Source: an optimization exercise on an open RTL-to-GDS flow (aim: small area). Production flows keep margins and buffers that such runs may drop. At most, simulation tests tie the RTL to the original design; equivalence was not proved. Power figures rest on the tool's default switching activity, not on a simulated workload.

rev 12:
## rx_adc_conditioner
module rx_adc_conditioner
#(
    parameter int ADDR_DC_OFFSET_CL_EN = DEF_ADDR_DC_OFFSET_CL_EN,
    parameter int ADDR_ADC_OFFSET_0    = DEF_ADDR_ADC_OFFSET_0,
    parameter int ADDR_ADC_OFFSET_1    = DEF_ADDR_ADC_OFFSET_1,
    parameter int ADDR_ADC_OFFSET_2    = DEF_ADDR_ADC_OFFSET_2,
    parameter int ADDR_ADC_OFFSET_3    = DEF_ADDR_ADC_OFFSET_3,
    parameter int ADDR_RX_MUX          = DEF_ADDR_RX_MUX
) (
    input  logic              clock,
    input  logic              reset,
    input  logic              enable,
    input  logic [ADDR_W-1:0] serial_addr,
    input  logic [DATA_W-1:0] serial_data,
    input  logic              serial_strobe,
    input  logic [ADC_W-1:0]  rx_a_a,
    input  logic [ADC_W-1:0]  rx_b_a,
    input  logic [ADC_W-1:0]  rx_a_b,
    input  logic [ADC_W-1:0]  rx_b_b,
    output logic [31:0]       rssi_0,
    output logic [31:0]       rssi_1,
    output logic [31:0]       rssi_2,
    output logic [31:0]       rssi_3,
    output logic [SMP_W-1:0]  ddc0_in_i,
    output logic [SMP_W-1:0]  ddc0_in_q,
    output logic [SMP_W-1:0]  ddc1_in_i,
    output logic [SMP_W-1:0]  ddc1_in_q,
    output logic [SMP_W-1:0]  ddc2_in_i,
    output logic [SMP_W-1:0]  ddc2_in_q,
    output logic [SMP_W-1:0]  ddc3_in_i,
    output logic [SMP_W-1:0]  ddc3_in_q,
    output logic [3:0]        rx_numchan
);
Size: ~4400 cells after synthesis, ~480 flip-flops, about 32000 um^2 of cells after synthesis.
clock: 5.5 ns
lec_check: 0
abc_area: 1
cap_margin: 20
core_margin: 2
core_utilization: 40
slew_margin: 20
run.sh (not shown) runs the stock make flow with config.mk's settings and CLKGATE_MAP_FILE= SYNTH_SCRIPT=/design/flow/synth_recipe.tcl, a recipe that flattens the netlist after the stock synthesis.
diff inputs: rev 12 => rev 13
Settings: CORE_UTILIZATION: 40 -> 65; CTS_BUF_LIST: unset -> sky130_fd_sc_hd__clkbuf_4.
Findings:
- Every stage of the flow completed for rev 13, and the final layout passed the timing, DRC and antenna checks.
- Rev 13 ends up with a first-pass detailed-route iteration total that is 1 higher than in rev 12.
- Diff rev 12 -> rev 13: final-layout clock buffer total higher, overall die height lower, power consumption lower, internal power lower, via count higher.
- Rev 13: worst hold slack is 0.0055 ns higher than what rev 12 reported.
- Rev 13 ends up with a detail-routed net length per standard cell that is 0.36 um lower than in rev 12.
- Re net count of the finished layout: rev 13 and rev 12 aren't equal, and the higher value belongs to rev 13.
- Rev 12 tops out at a lower clock frequency than rev 13.
- When rev 13 is set beside rev 12, its first-pass GRT wire length turns out to be 4.9% smaller.
Function was not checked in any run of this note: the RTL went through the layout flow alone.

========
Another version of the RTL of rx_adc_conditioner (not shown whole).
For scale: ~4100 cells after synthesis, ~350 I/O pins, about 0.029 sq mm of cells after synthesis.
clock: 5.5 ns
lec_check: 0
abc_area: 1
cap_margin: 20
core_margin: 2
core_utilization: 55
cts_buf_list: sky130_fd_sc_hd__clkbuf_16
cts_cluster_diameter: 80
cts_cluster_size: 30
slew_margin: 20
standard.sh (not shown) runs the stock make flow with config.mk's settings and CLKGATE_MAP_FILE= SYNTH_SCRIPT=/design/flow/synth_recipe.tcl, a recipe that flattens the netlist after the stock synthesis.
==> flow/flow/run.sh <==
#!/bin/bash
# The standard layout (standard.sh) with these changes:
#  1. Synthesis runs the standard flow's own script, synth_recipe.tcl, except that Yosys's
#     extract_fa is skipped and the final ABC mapping uses flow/area.abc
#     (area mapping under a 3.4 ns delay target) instead of ORFS's script.
#     Registers, their names and cell types are those of the standard synthesis.
#  2. Every port is buffered with the smallest buffer, sky130_fd_sc_hd__buf_1.
set -euo pipefail
W=$PWD
cat > "$W/own_synth.tcl" <<EOS
yosys -import
proc extract_fa {args} { puts "extract_fa skipped: ABC maps the adders" }
proc abc {args} {
  set i [lsearch -exact \$args -script]
  if { \$i >= 0 } {
    set args [lreplace \$args [expr {\$i + 1}] [expr {\$i + 1}] $W/flow/area.abc]
  }
  puts "abc \$args"
  yosys abc {*}\$args
}
source $W/synth_recipe.tcl
EOS
sed "s#SYNTH_SCRIPT=[^ ]*#SYNTH_SCRIPT=$W/own_synth.tcl#" standard.sh > own_standard.sh
grep -q "SYNTH_SCRIPT=$W/own_synth.tcl" own_standard.sh
export BUFFER_PORTS_ARGS="-buffer_cell sky130_fd_sc_hd__buf_1"
export CTS_ARGS="-sink_clustering_enable -repair_clock_nets -sink_clustering_size 30 -sink_clustering_max_diameter 80 -buf_list sky130_fd_sc_hd__clkbuf_16 -dont_use_dummy_load"
bash own_standard.sh > flow.log 2>&1
==> flow/flow/area.abc <==
strash
dc2
dch
map -D 3400
strash
dc2
dch
map -D 3400
buffer
upsize -D 3400
dnsize -D 3400
stime -p
The starting point passed the timing, DRC and antenna checks.
==> next run, changes <==
--- a/flow/flow/run.sh
+++ b/flow/flow/run.sh
@@ -26 +26 @@
-export CTS_ARGS="-sink_clustering_enable -repair_clock_nets -sink_clustering_size 30 -sink_clustering_max_diameter 80 -buf_list sky130_fd_sc_hd__clkbuf_16 -dont_use_dummy_load"
+export CTS_ARGS="-sink_clustering_enable -repair_clock_nets -sink_clustering_size 30 -sink_clustering_max_diameter 60 -buf_list sky130_fd_sc_hd__clkbuf_16 -dont_use_dummy_load"
Settings changed: CORE_UTILIZATION 55 to 45, CTS_CLUSTER_DIAMETER 80 to 60.
Effect: The changed run passed the timing, DRC and antenna checks. Total power rises by 4.4%. Die area rises by 22%. Area after synthesis is unchanged. Hold slack gets worse by 0.034 ns. First-iteration DRC count falls by 10%. Clock-buffer cell count rises by 11. Sequential share of layout area falls by 0.48 points. Final area rises by 1.6%. Global-route usage falls by 4.3 points.
==> next run, changes <==
--- a/flow/flow/run.sh
+++ b/flow/flow/run.sh
@@ -26 +26 @@
-export CTS_ARGS="-sink_clustering_enable -repair_clock_nets -sink_clustering_size 30 -sink_clustering_max_diameter 60 -buf_list sky130_fd_sc_hd__clkbuf_16 -dont_use_dummy_load"
+export CTS_ARGS="-sink_clustering_enable -repair_clock_nets -sink_clustering_size 30 -sink_clustering_max_diameter 80 -buf_list sky130_fd_sc_hd__clkbuf_16 -dont_use_dummy_load"
--- a/flow/flow/area.abc
+++ b/flow/flow/area.abc
@@ -1,0 +2,4 @@
+&get -n
+&fraig -x
+&put
+scorr
Settings changed: CORE_UTILIZATION 45 to 55, CTS_CLUSTER_DIAMETER 60 to 80.
The new run went through all stages and came out clean.
Power grows by roughly a tenth.
Wire length shrinks by a few percent.
Design area shrinks slightly.
Synthesized area shrinks slightly.
Via count is about the same.
Die area shrinks by about a fifth.
Worst hold slack loses 0.0035 ns.
Clock-buffer cell count shrinks by 11.
First-iteration DRC count grows slightly.
Final cell count shrinks by a few percent.
Sequential share of layout area grows by 0.61 points.

========
## old
Starting RTL as in the previous note.
## rx_adc_conditioner
module rx_adc_conditioner
#(
    parameter int ADDR_DC_OFFSET_CL_EN = DEF_ADDR_DC_OFFSET_CL_EN,
    parameter int ADDR_ADC_OFFSET_0    = DEF_ADDR_ADC_OFFSET_0,
    parameter int ADDR_ADC_OFFSET_1    = DEF_ADDR_ADC_OFFSET_1,
    parameter int ADDR_ADC_OFFSET_2    = DEF_ADDR_ADC_OFFSET_2,
    parameter int ADDR_ADC_OFFSET_3    = DEF_ADDR_ADC_OFFSET_3,
    parameter int ADDR_RX_MUX          = DEF_ADDR_RX_MUX
) (
    input  logic              clock,
    input  logic              reset,
    input  logic              enable,
    input  logic [ADDR_W-1:0] serial_addr,
    input  logic [DATA_W-1:0] serial_data,
    input  logic              serial_strobe,
    input  logic [ADC_W-1:0]  rx_a_a,
    input  logic [ADC_W-1:0]  rx_b_a,
    input  logic [ADC_W-1:0]  rx_a_b,
    input  logic [ADC_W-1:0]  rx_b_b,
    output logic [31:0]       rssi_0,
    output logic [31:0]       rssi_1,
    output logic [31:0]       rssi_2,
    output logic [31:0]       rssi_3,
    output logic [SMP_W-1:0]  ddc0_in_i,
    output logic [SMP_W-1:0]  ddc0_in_q,
    output logic [SMP_W-1:0]  ddc1_in_i,
    output logic [SMP_W-1:0]  ddc1_in_q,
    output logic [SMP_W-1:0]  ddc2_in_i,
    output logic [SMP_W-1:0]  ddc2_in_q,
    output logic [SMP_W-1:0]  ddc3_in_i,
    output logic [SMP_W-1:0]  ddc3_in_q,
    output logic [3:0]        rx_numchan
);
==> flow/config.mk <==
export PLATFORM = sky130hd
export DESIGN_NAME = rx_adc_conditioner
export DESIGN_NICKNAME = rx_adc_conditioner
export VERILOG_FILES = /design/flow/design.v
export SDC_FILE = /design/flow/constraint.sdc
export NUM_CORES = 4
export LEC_CHECK = 0
export ABC_AREA = 1
export CAP_MARGIN = 20
export CORE_MARGIN = 2
export CORE_UTILIZATION = 55
export CTS_BUF_LIST = sky130_fd_sc_hd__clkbuf_16
export CTS_CLUSTER_DIAMETER = 60
export CTS_CLUSTER_SIZE = 30
export SLEW_MARGIN = 20
==> flow/constraint.sdc <==
create_clock -name core_clock -period 5.5 [get_ports {clock}]
set_input_delay 1.1000 -clock core_clock [delete_from_list [all_inputs] [get_ports {clock}]]
set_output_delay 1.1000 -clock core_clock [all_outputs]
set_load 0.01 [all_outputs]
==> flow/flow/run.sh <==
#!/bin/bash
# The standard layout (standard.sh) with these changes:
#  1. Synthesis runs the standard flow's own script, synth_recipe.tcl, except that Yosys's
#     extract_fa is skipped and the final ABC mapping uses flow/area.abc
#     (area mapping under a 3.4 ns delay target) instead of ORFS's script.
#     Registers, their names and cell types are those of the standard synthesis.
#  2. Every port is buffered with the smallest buffer, sky130_fd_sc_hd__buf_1.
set -euo pipefail
W=$PWD
cat > "$W/own_synth.tcl" <<EOS
yosys -import
proc extract_fa {args} { puts "extract_fa skipped: ABC maps the adders" }
proc abc {args} {
  set i [lsearch -exact \$args -script]
  if { \$i >= 0 } {
    set args [lreplace \$args [expr {\$i + 1}] [expr {\$i + 1}] $W/flow/area.abc]
  }
  puts "abc \$args"
  yosys abc {*}\$args
}
source $W/synth_recipe.tcl
EOS
sed "s#SYNTH_SCRIPT=[^ ]*#SYNTH_SCRIPT=$W/own_synth.tcl#" standard.sh > own_standard.sh
grep -q "SYNTH_SCRIPT=$W/own_synth.tcl" own_standard.sh
export BUFFER_PORTS_ARGS="-buffer_cell sky130_fd_sc_hd__buf_1"
export CTS_ARGS="-sink_clustering_enable -repair_clock_nets -sink_clustering_size 30 -sink_clustering_max_diameter 60 -buf_list sky130_fd_sc_hd__clkbuf_16 -dont_use_dummy_load"
bash own_standard.sh > flow.log 2>&1
==> flow/flow/area.abc <==
strash
dc2
dch
map -D 3400
strash
dc2
dch
map -D 3400
buffer
upsize -D 3400
dnsize -D 3400
stime -p
old completed end to end with timing, DRC and antenna clean.
Input-level comparison between new and old:
- CORE_UTILIZATION changed from 55 to 45
-- flow/flow/run.sh --
<<< old, line 7
#  2. Every port is buffered with the smallest buffer, sky130_fd_sc_hd__buf_1.
set -euo pipefail
>>> new, line 7
#  2. Every port is buffered with the smallest buffer, sky130_fd_sc_hd__buf_1.
#  3. After global routing, ORFS's power recovery (RECOVER_POWER) downsizes
#     gates on paths with positive slack.
# Each tool's full output stays in orfs/logs; make's output goes to flow.log.
set -euo pipefail
<<< old, line 25
export BUFFER_PORTS_ARGS="-buffer_cell sky130_fd_sc_hd__buf_1"
export CTS_ARGS="-sink_clustering_enable -repair_clock_nets -sink_clustering_size 30 -sink_clustering_max_diameter 60 -buf_list sky130_fd_sc_hd__clkbuf_16 -dont_use_dummy_load"
bash own_standard.sh > flow.log 2>&1
>>> new, line 28
export BUFFER_PORTS_ARGS="-buffer_cell sky130_fd_sc_hd__buf_1"
export RECOVER_POWER=100
bash own_standard.sh > flow.log 2>&1
Findings:
Diff old -> new: non-clock buffer count went up by 0.82%, standard cell core area moved up. new has number of detailed-routing iterations run before antenna repair above what old had. The register-to-register slack in new was lower than what old gave. Higher global-route usage among old and new: old. new: final worst setup slack is 23 ps lower than what old reported. [new] flow finished | final checks: failed | reasons: capacitance limit, slew limit. Between new and old, it is new whose cell count is higher, by 205. Diff old -> new | maximum number of pins on one net before global-route repair | up by more than 10%. Met3 usage: new vs old down 0.78 points. Lower die boundary height was reported by old, not new.

-- afterwards: timing with drivers on the ports --
The results above use ideal ports. As a check the final layouts listed here were re-extracted and re-timed, cells and wires unchanged.
Step 1: set_driving_cell puts a clkbuf_16 on clock and a buf_2 on each other input, an assumption about the parent block.
Step 2, shift: input delay + t, output delay - t, t = (earliest + latest rising clock arrival at the registers) / 2. This alone moves slack from input paths to output paths.
Three values: no drivers, after step 1, after step 2; two values: the first two.
run | shift t [ns] | setup WS [ns] | hold WS [ns] | slew at the worst register clock pin (ns) | pins driven straight from the clock port
rev 12 | 0.674 | 0.497 / 0.497 / 0.497 | 0.466 / 0.466 / 0.466 | 0.08 / 0.08 | 1
rev 13 | 1.024 | 0.550 / 0.550 / 0.550 | 0.472 / 0.472 / 0.472 | 0.07 / 0.07 | 1
the first run of note 2 | 0.649 | 0.587 / 0.587 / 0.587 | 0.446 / 0.446 / 0.446 | 0.11 / 0.11 | 1
the second run of note 2 | 0.625 | 0.573 / 0.573 / 0.573 | 0.412 / 0.412 / 0.412 | 0.09 / 0.09 | 1
the third run of note 2 | 0.665 | 0.564 / 0.564 / 0.564 | 0.409 / 0.409 / 0.409 | 0.11 / 0.11 | 1
old | 0.613 | 0.566 / 0.566 / 0.566 | 0.441 / 0.441 / 0.441 | 0.09 / 0.09 | 1
new | 0.665 | 0.542 / 0.542 / 0.481 | 0.439 / 0.439 / 0.439 | 0.09 / 0.09 | 1
The setup slack of new, which loses most, moves by 0.000 ns with the drivers and by -0.061 ns with both steps.
